This design comes from an exercise in tuning for small area on the open sky130 flow, not from production work. Only simulation tests tie the RTL to the original design; equivalence was not proved. Power is estimated from default activity; no workload was simulated.

Design ohlc_bar_aggregator_top, start of the top module:
module ohlc_bar_aggregator_top (
  input  wire logic                  clk_i,
  input  wire logic                  rst_ni,
  input  wire logic                  trade_valid_i,
  output logic                       trade_ready_o,
  input  wire logic [TIME_W-1:0]     trade_time_i,
  input  wire logic [PRICE_W-1:0]    trade_price_i,
  input  wire logic                  trade_end_of_batch_i,
  output logic                       bar_valid_o,
  input  wire logic                  bar_ready_i,
  output logic [TIME_W-1:0]          bar_time_o,
  output logic [PRICE_W-1:0]         bar_open_o,
  output logic [PRICE_W-1:0]         bar_high_o,
  output logic [PRICE_W-1:0]         bar_low_o,
  output logic [PRICE_W-1:0]         bar_close_o,
  output logic [1:0]                 bar_kind_o,
  output logic                       bar_gaps_dropped_o,
  output logic                       bar_last_result_o,
  input  wire logic                  psel,
  input  wire logic                  penable,
  input  wire logic                  pwrite,
  input  wire logic [APB_ADDR_W-1:0] paddr,
  input  wire logic [APB_DATA_W-1:0] pwdata,
  output logic [APB_DATA_W-1:0]      prdata,
  output logic                       pready
);
  localparam logic [3:0] S_IDLE = 4'd0;    
  localparam logic [3:0] S_F1   = 4'd1;    
  localparam logic [3:0] S_F2   = 4'd2;    
  localparam logic [3:0] S_FB   = 4'd3;    
  localparam logic [3:0] S_DIV0 = 4'd4;    
  localparam logic [3:0] S_DIV  = 4'd5;    
  localparam logic [3:0] S_NB1  = 4'd6;    
  localparam logic [3:0] S_SET  = 4'd7;    
  localparam logic [3:0] S_GINC = 4'd8;    
  localparam logic [3:0] S_GAP  = 4'd9;    
  localparam logic [3:0] S_PST1 = 4'd10;   
  localparam logic [3:0] S_PST2 = 4'd11;   
  localparam logic [3:0] S_U1   = 4'd12;   
  localparam logic [3:0] S_U2   = 4'd13;   
  localparam logic [3:0] S_NB2  = 4'd14;   
  localparam int unsigned GAP_W = 5;
  logic [BW_W-1:0]    bw_q;
  logic [3:0]         st_q;
  logic [3:0]         st_d;
  logic               open_q;
  logic               drop_q;
  logic               filled_q;
  logic               eob_q;
  logic [4:0]         cnt_q;
  logic               nbit_q;
  ...
==> flow/config.mk <==
export PLATFORM = sky130hd
export DESIGN_NAME = ohlc_bar_aggregator_top
export DESIGN_NICKNAME = ohlc_bar_aggregator_top
export VERILOG_FILES = /design/flow/design.v
export SDC_FILE = /design/flow/constraint.sdc
export NUM_CORES = 4
export LEC_CHECK = 0
export ABC_AREA = 1
export CAP_MARGIN = 0
export CORE_MARGIN = 2
export CORE_UTILIZATION = 38
export CTS_BUF_LIST = sky130_fd_sc_hd__clkbuf_4
export PLACE_DENSITY = 0.6
export SLEW_MARGIN = 0
==> flow/constraint.sdc <==
create_clock -name core_clock -period 10.0 [get_ports {clk_i}]
set_input_delay 2.0000 -clock core_clock [delete_from_list [all_inputs] [get_ports {clk_i}]]
set_output_delay 2.0000 -clock core_clock [all_outputs]
set_load 0.01 [all_outputs]
standard.sh (not shown) runs the stock make flow with config.mk's settings and CLKGATE_MAP_FILE= SYNTH_SCRIPT=/design/flow/synth_recipe.tcl, a recipe that flattens the netlist after the stock synthesis.
==> flow/flow/run.sh <==
#!/bin/bash
set -euo pipefail
export BUFFER_PORTS_ARGS="-buffer_cell sky130_fd_sc_hd__buf_1"
export CTS_ARGS="-sink_clustering_enable -repair_clock_nets -dont_use_dummy_load -buf_list {sky130_fd_sc_hd__clkbuf_4 sky130_fd_sc_hd__clkbuf_8} -sink_clustering_size 12 -sink_clustering_max_diameter 100"
bash standard.sh > standard.log 2>&1
The first run passed the timing, DRC and antenna checks.
Next try:
==> flow/flow/run.sh (replaced) <==
#!/bin/bash
set -euo pipefail
export BUFFER_PORTS_ARGS="-buffer_cell sky130_fd_sc_hd__buf_1"
export CTS_ARGS="-sink_clustering_enable -repair_clock_nets -dont_use_dummy_load -buf_list {sky130_fd_sc_hd__clkbuf_8} -sink_clustering_size 16 -sink_clustering_max_diameter 120"
bash standard.sh > standard.log 2>&1
Settings changed: CORE_UTILIZATION 38 to 45.
The changed run passed the timing, DRC and antenna checks.
Power goes down slightly.
Core utilization goes up by 7.5 points.
Non-clock buffer count goes down by 5.
Routed wire length goes down by a few percent.
Register-to-register slack improved by 50 ps.
Cell count goes down by a few percent.
Synthesized cell count is unchanged.
Sequential power barely changes.
Worst hold slack improved by 7.6 ps.
Fmax goes up slightly.
Design area goes down slightly.
Next try:
==> flow/flow/run.sh (replaced) <==
#!/bin/bash
set -euo pipefail
rm -rf scripts_abc
cp -r "$FLOW_HOME/scripts" scripts_abc
cp flow/abc_area.script scripts_abc/abc_area.script
export SCRIPTS_DIR="$PWD/scripts_abc"
export BUFFER_PORTS_ARGS="-buffer_cell sky130_fd_sc_hd__buf_1"
export CTS_ARGS="-sink_clustering_enable -repair_clock_nets -dont_use_dummy_load -buf_list {sky130_fd_sc_hd__clkbuf_4 sky130_fd_sc_hd__clkbuf_8} -sink_clustering_size 12 -sink_clustering_max_diameter 100"
bash standard.sh > standard.log 2>&1
==> flow/flow/abc_area.script (new file) <==
strash
dch
map -a
- die area is lower by 4.3%
- wire length is lower by 4.2%
- global-route usage is lower by 0.35 points
- clock-buffer cell count is higher by 6
- power is lower by 2.1%
- worst hold slack is worse by 13 ps
- cell area is lower by 2.2%
- maximum frequency is higher by 0.87%
- combinational power is lower by about 5%

========
Another version of the RTL of ohlc_bar_aggregator_top (not shown whole).
Size in the first run: about 1,300 cells after synthesis, about 280 flip-flops, roughly 350 I/O pins, roughly 0.015 mm2 of cells after synthesis.
export LEC_CHECK = 0
export CAP_MARGIN = 20
export CORE_MARGIN = 2
export CORE_UTILIZATION = 40
export CTS_BUF_LIST = sky130_fd_sc_hd__clkbuf_4
export PLACE_DENSITY = 0.6
export SLEW_MARGIN = 20
create_clock -name core_clock -period 10.0 [get_ports {clk_i}]
==> flow/flow/run.sh <==
#!/bin/bash
set -euo pipefail
export BUFFER_PORTS_ARGS="-buffer_cell sky130_fd_sc_hd__buf_1"
export CTS_ARGS="-sink_clustering_enable -repair_clock_nets -dont_use_dummy_load -buf_list sky130_fd_sc_hd__clkbuf_4"
bash standard.sh > standard.log 2>&1
Rerun with:
==> flow/flow/run.sh (replaced) <==
#!/bin/bash
set -euo pipefail
export BUFFER_PORTS_ARGS="-buffer_cell sky130_fd_sc_hd__buf_1"
export CTS_ARGS="-sink_clustering_enable -repair_clock_nets -dont_use_dummy_load -buf_list {sky130_fd_sc_hd__clkbuf_4 sky130_fd_sc_hd__clkbuf_8} -sink_clustering_size 12 -sink_clustering_max_diameter 100"
bash standard.sh > standard.log 2>&1
- ABC_AREA: not set -> 1
- CORE_UTILIZATION: 40 -> 65
- PLACE_DENSITY: 0.6 -> 0.8
What happened: The new run produced a clean layout; sequential share of layout area climbs by 2.4 points; critical path depth climbs by 2; core utilization climbs by 28 points; power drops by a little under a tenth; area after synthesis drops by a few percent; global-route usage climbs by 8.9 points; final cell count drops by a little under a tenth; wire length drops by roughly a tenth; worst hold slack degrades by 0.011 ns.

========
Setup of run A:
Starting RTL as in the previous note.
Design ohlc_bar_aggregator_top, start of the top module:
module ohlc_bar_aggregator_top (
  input  wire logic                  clk_i,
  input  wire logic                  rst_ni,
  input  wire logic                  trade_valid_i,
  output logic                       trade_ready_o,
  input  wire logic [TIME_W-1:0]     trade_time_i,
  input  wire logic [PRICE_W-1:0]    trade_price_i,
  input  wire logic                  trade_end_of_batch_i,
  output logic                       bar_valid_o,
  input  wire logic                  bar_ready_i,
  output logic [TIME_W-1:0]          bar_time_o,
  output logic [PRICE_W-1:0]         bar_open_o,
  output logic [PRICE_W-1:0]         bar_high_o,
  output logic [PRICE_W-1:0]         bar_low_o,
  output logic [PRICE_W-1:0]         bar_close_o,
  output logic [1:0]                 bar_kind_o,
  output logic                       bar_gaps_dropped_o,
  output logic                       bar_last_result_o,
  input  wire logic                  psel,
  input  wire logic                  penable,
  input  wire logic                  pwrite,
  input  wire logic [APB_ADDR_W-1:0] paddr,
  input  wire logic [APB_DATA_W-1:0] pwdata,
  output logic [APB_DATA_W-1:0]      prdata,
  output logic                       pready
);
export LEC_CHECK = 0
export ABC_AREA = 1
export CAP_MARGIN = 20
export CORE_MARGIN = 2
export CORE_UTILIZATION = 40
export CTS_BUF_LIST = sky130_fd_sc_hd__clkbuf_4
export PLACE_DENSITY = 0.6
export SLEW_MARGIN = 20
create_clock -name core_clock -period 10.0 [get_ports {clk_i}]
==> flow/flow/run.sh <==
#!/bin/bash
set -euo pipefail
export BUFFER_PORTS_ARGS="-buffer_cell sky130_fd_sc_hd__buf_1"
export CTS_ARGS="-sink_clustering_enable -repair_clock_nets -dont_use_dummy_load -buf_list sky130_fd_sc_hd__clkbuf_4 -sink_clustering_size 9 -sink_clustering_max_diameter 80"
bash standard.sh > standard.log 2>&1
Run A: PASS, flow complete, no timing, DRC or antenna violations
--- input diff run A..run B ---
==> flow/flow/run.sh <==
#!/bin/bash
set -euo pipefail
export BUFFER_PORTS_ARGS="-buffer_cell sky130_fd_sc_hd__buf_1"
export CTS_ARGS="-sink_clustering_enable -repair_clock_nets -dont_use_dummy_load -buf_list {sky130_fd_sc_hd__clkbuf_4 sky130_fd_sc_hd__clkbuf_8} -sink_clustering_size 12 -sink_clustering_max_diameter 100"
bash standard.sh > standard.log 2>&1
[summary]
The flow did not stop early for run B: all stages ran, and the layout cleared the timing, DRC and antenna checks.
Run A -> run B: worst hold slack flat
Comparing run A and run B, utilization of the core after routing is higher on run B.
Of the two candidates, run A has the better post-layout total power and run B the worse one.
Going from run A to run B, detailed-routed wire length on met3 now sits higher, clock skew after layout now sits lower, via count now sits lower, initial antenna violation count now sits lower, number of nets in the layout now sits lower.
Run B against run A: fraction of power consumed by combinational cells went down 0.6 points; fraction of area in registers decreased by 0.26 points relative to the old numbers.
What run C does differently from run B at the input level:
- CAP_MARGIN: 20 -> 0
- SLEW_MARGIN: 20 -> 0
Notes after the runs:
Per the comparison of run C with run B, per-cell routed wire length held, relative area change from synthesis to final layout held. On clock-pin slew on the worst setup and hold paths, run C and run B are basically level. Compared run B against run C; non-clock buffer count within noise. Run C ends up with a vias after detailed routing that is 35 higher than in run B.

========
ohlc_bar_aggregator_top with an RTL version that a note above also has.
For scale: roughly 280 flip-flops, ~350 I/O pins, roughly 14000 um^2 of cells after synthesis.
export LEC_CHECK = 0
export ABC_AREA = 1
export CAP_MARGIN = 0
export CORE_MARGIN = 2
export CORE_UTILIZATION = 45
export CTS_BUF_LIST = sky130_fd_sc_hd__clkbuf_4
export PLACE_DENSITY = 0.6
export SLEW_MARGIN = 0
create_clock -name core_clock -period 10.0 [get_ports {clk_i}]
==> flow/flow/run.sh <==
#!/bin/bash
set -euo pipefail
export BUFFER_PORTS_ARGS="-buffer_cell sky130_fd_sc_hd__buf_1"
export CTS_ARGS="-sink_clustering_enable -repair_clock_nets -dont_use_dummy_load -buf_list {sky130_fd_sc_hd__clkbuf_4 sky130_fd_sc_hd__clkbuf_8} -sink_clustering_size 12 -sink_clustering_max_diameter 100"
bash standard.sh > standard.log 2>&1
Change:
CORE_UTILIZATION = 55   (was 45)
PLACE_DENSITY = 0.7   (was 0.6)
Synthesized cell count stays the same; design area fell by about 0.6%; wire length shrinks by 3.6%; die area drops by about 18%; worst setup slack gets worse by 0.018 ns; total power stays flat; critical path depth increases by 2.
Change:
==> flow/flow/run.sh (replaced) <==
#!/bin/bash
set -euo pipefail
rm -rf scripts_abc
cp -r "$FLOW_HOME/scripts" scripts_abc
cp flow/abc_area.script scripts_abc/abc_area.script
export SCRIPTS_DIR="$PWD/scripts_abc"
export BUFFER_PORTS_ARGS="-buffer_cell sky130_fd_sc_hd__buf_1"
export CTS_ARGS="-sink_clustering_enable -repair_clock_nets -dont_use_dummy_load -buf_list {sky130_fd_sc_hd__clkbuf_8} -sink_clustering_size 14 -sink_clustering_max_diameter 110"
bash standard.sh > standard.log 2>&1
==> flow/flow/abc_area.script (new file) <==
strash
dch
map -a
CORE_UTILIZATION = 45   (was 55)
PLACE_DENSITY = 0.6   (was 0.7)
Result: Sequential cell count does not change; area after synthesis decreases by 4.4%; worst setup slack improved by 0.10 ns.
Change:
==> flow/flow/run.sh (replaced) <==
#!/bin/bash
set -euo pipefail
rm -rf scripts_abc
cp -r "$FLOW_HOME/scripts" scripts_abc
cp flow/abc_area.script scripts_abc/abc_area.script
export SCRIPTS_DIR="$PWD/scripts_abc"
export BUFFER_PORTS_ARGS="-buffer_cell sky130_fd_sc_hd__buf_1"
export CTS_ARGS="-sink_clustering_enable -repair_clock_nets -dont_use_dummy_load -buf_list {sky130_fd_sc_hd__clkbuf_4 sky130_fd_sc_hd__clkbuf_8} -sink_clustering_size 12 -sink_clustering_max_diameter 100"
bash standard.sh > standard.log 2>&1
==> flow/flow/abc_area.script (replaced) <==
&get -n
&st
&dch
&nf -a
&put
What happened:
- The changed run finished clean
- register-to-register slack loses 0.06 ns
- cell count decreases by a few percent
- global-route usage decreases by 0.56 points
- power increases slightly
- die area increases slightly
- sequential power increases slightly
- area after synthesis increases slightly
- design area increases slightly
- non-clock buffer count increases by 7
- count of clock-buffer cells in the layout increases by 3

-- static timing again, ports no longer ideal --
Ports are ideal in the flow. The routed layouts listed here were re-timed in OpenROAD.
Step 1 (the two cells are an assumption about what drives the block):
set clk [get_ports {clk_i}]
set_driving_cell -lib_cell sky130_fd_sc_hd__clkbuf_16 $clk
set_driving_cell -lib_cell sky130_fd_sc_hd__buf_2 [delete_from_list [all_inputs] $clk]
Step 2 times the ports against the registers' clock, not the clock port: input delays grow and output delays shrink by t, the midpoint of the rising clock arrivals with the driver on.
Three values: ideal, step 1, step 2; two values: the first two.
run | t (ns) | setup slack, ns | hold slack, ns | worst register clock-pin slew, ns
the first run of note 1 | 0.635 | 0.387 / 0.387 / 0.387 | 0.472 / 0.472 / 0.472 | 0.09 / 0.09
the second run of note 1 | 0.598 | 0.432 / 0.432 / 0.432 | 0.479 / 0.479 / 0.479 | 0.12 / 0.12
the third run of note 1 | 0.617 | 0.515 / 0.515 / 0.515 | 0.466 / 0.466 / 0.466 | 0.10 / 0.10
the first run of note 2 | 0.771 | 0.322 / 0.322 / 0.322 | 0.490 / 0.490 / 0.490 | 0.07 / 0.07
the second run of note 2 | 0.612 | 0.281 / 0.281 / 0.281 | 0.479 / 0.479 / 0.479 | 0.09 / 0.09
run A | 0.689 | 0.361 / 0.361 / 0.361 | 0.466 / 0.466 / 0.466 | 0.12 / 0.12
run B | 0.615 | 0.383 / 0.383 / 0.383 | 0.464 / 0.464 / 0.464 | 0.09 / 0.09
run C | 0.608 | 0.397 / 0.397 / 0.397 | 0.463 / 0.463 / 0.463 | 0.09 / 0.09
the first run of note 4 | 0.623 | 0.411 / 0.411 / 0.411 | 0.467 / 0.467 / 0.467 | 0.10 / 0.10
the second run of note 4 | 0.609 | 0.393 / 0.393 / 0.393 | 0.472 / 0.472 / 0.472 | 0.10 / 0.10
the third run of note 4 | 0.597 | 0.497 / 0.497 / 0.497 | 0.469 / 0.469 / 0.469 | 0.11 / 0.11
the fourth run of note 4 | 0.605 | 0.435 / 0.435 / 0.435 | 0.501 / 0.501 / 0.501 | 0.09 / 0.09
After both steps setup and hold are still met in every run listed.
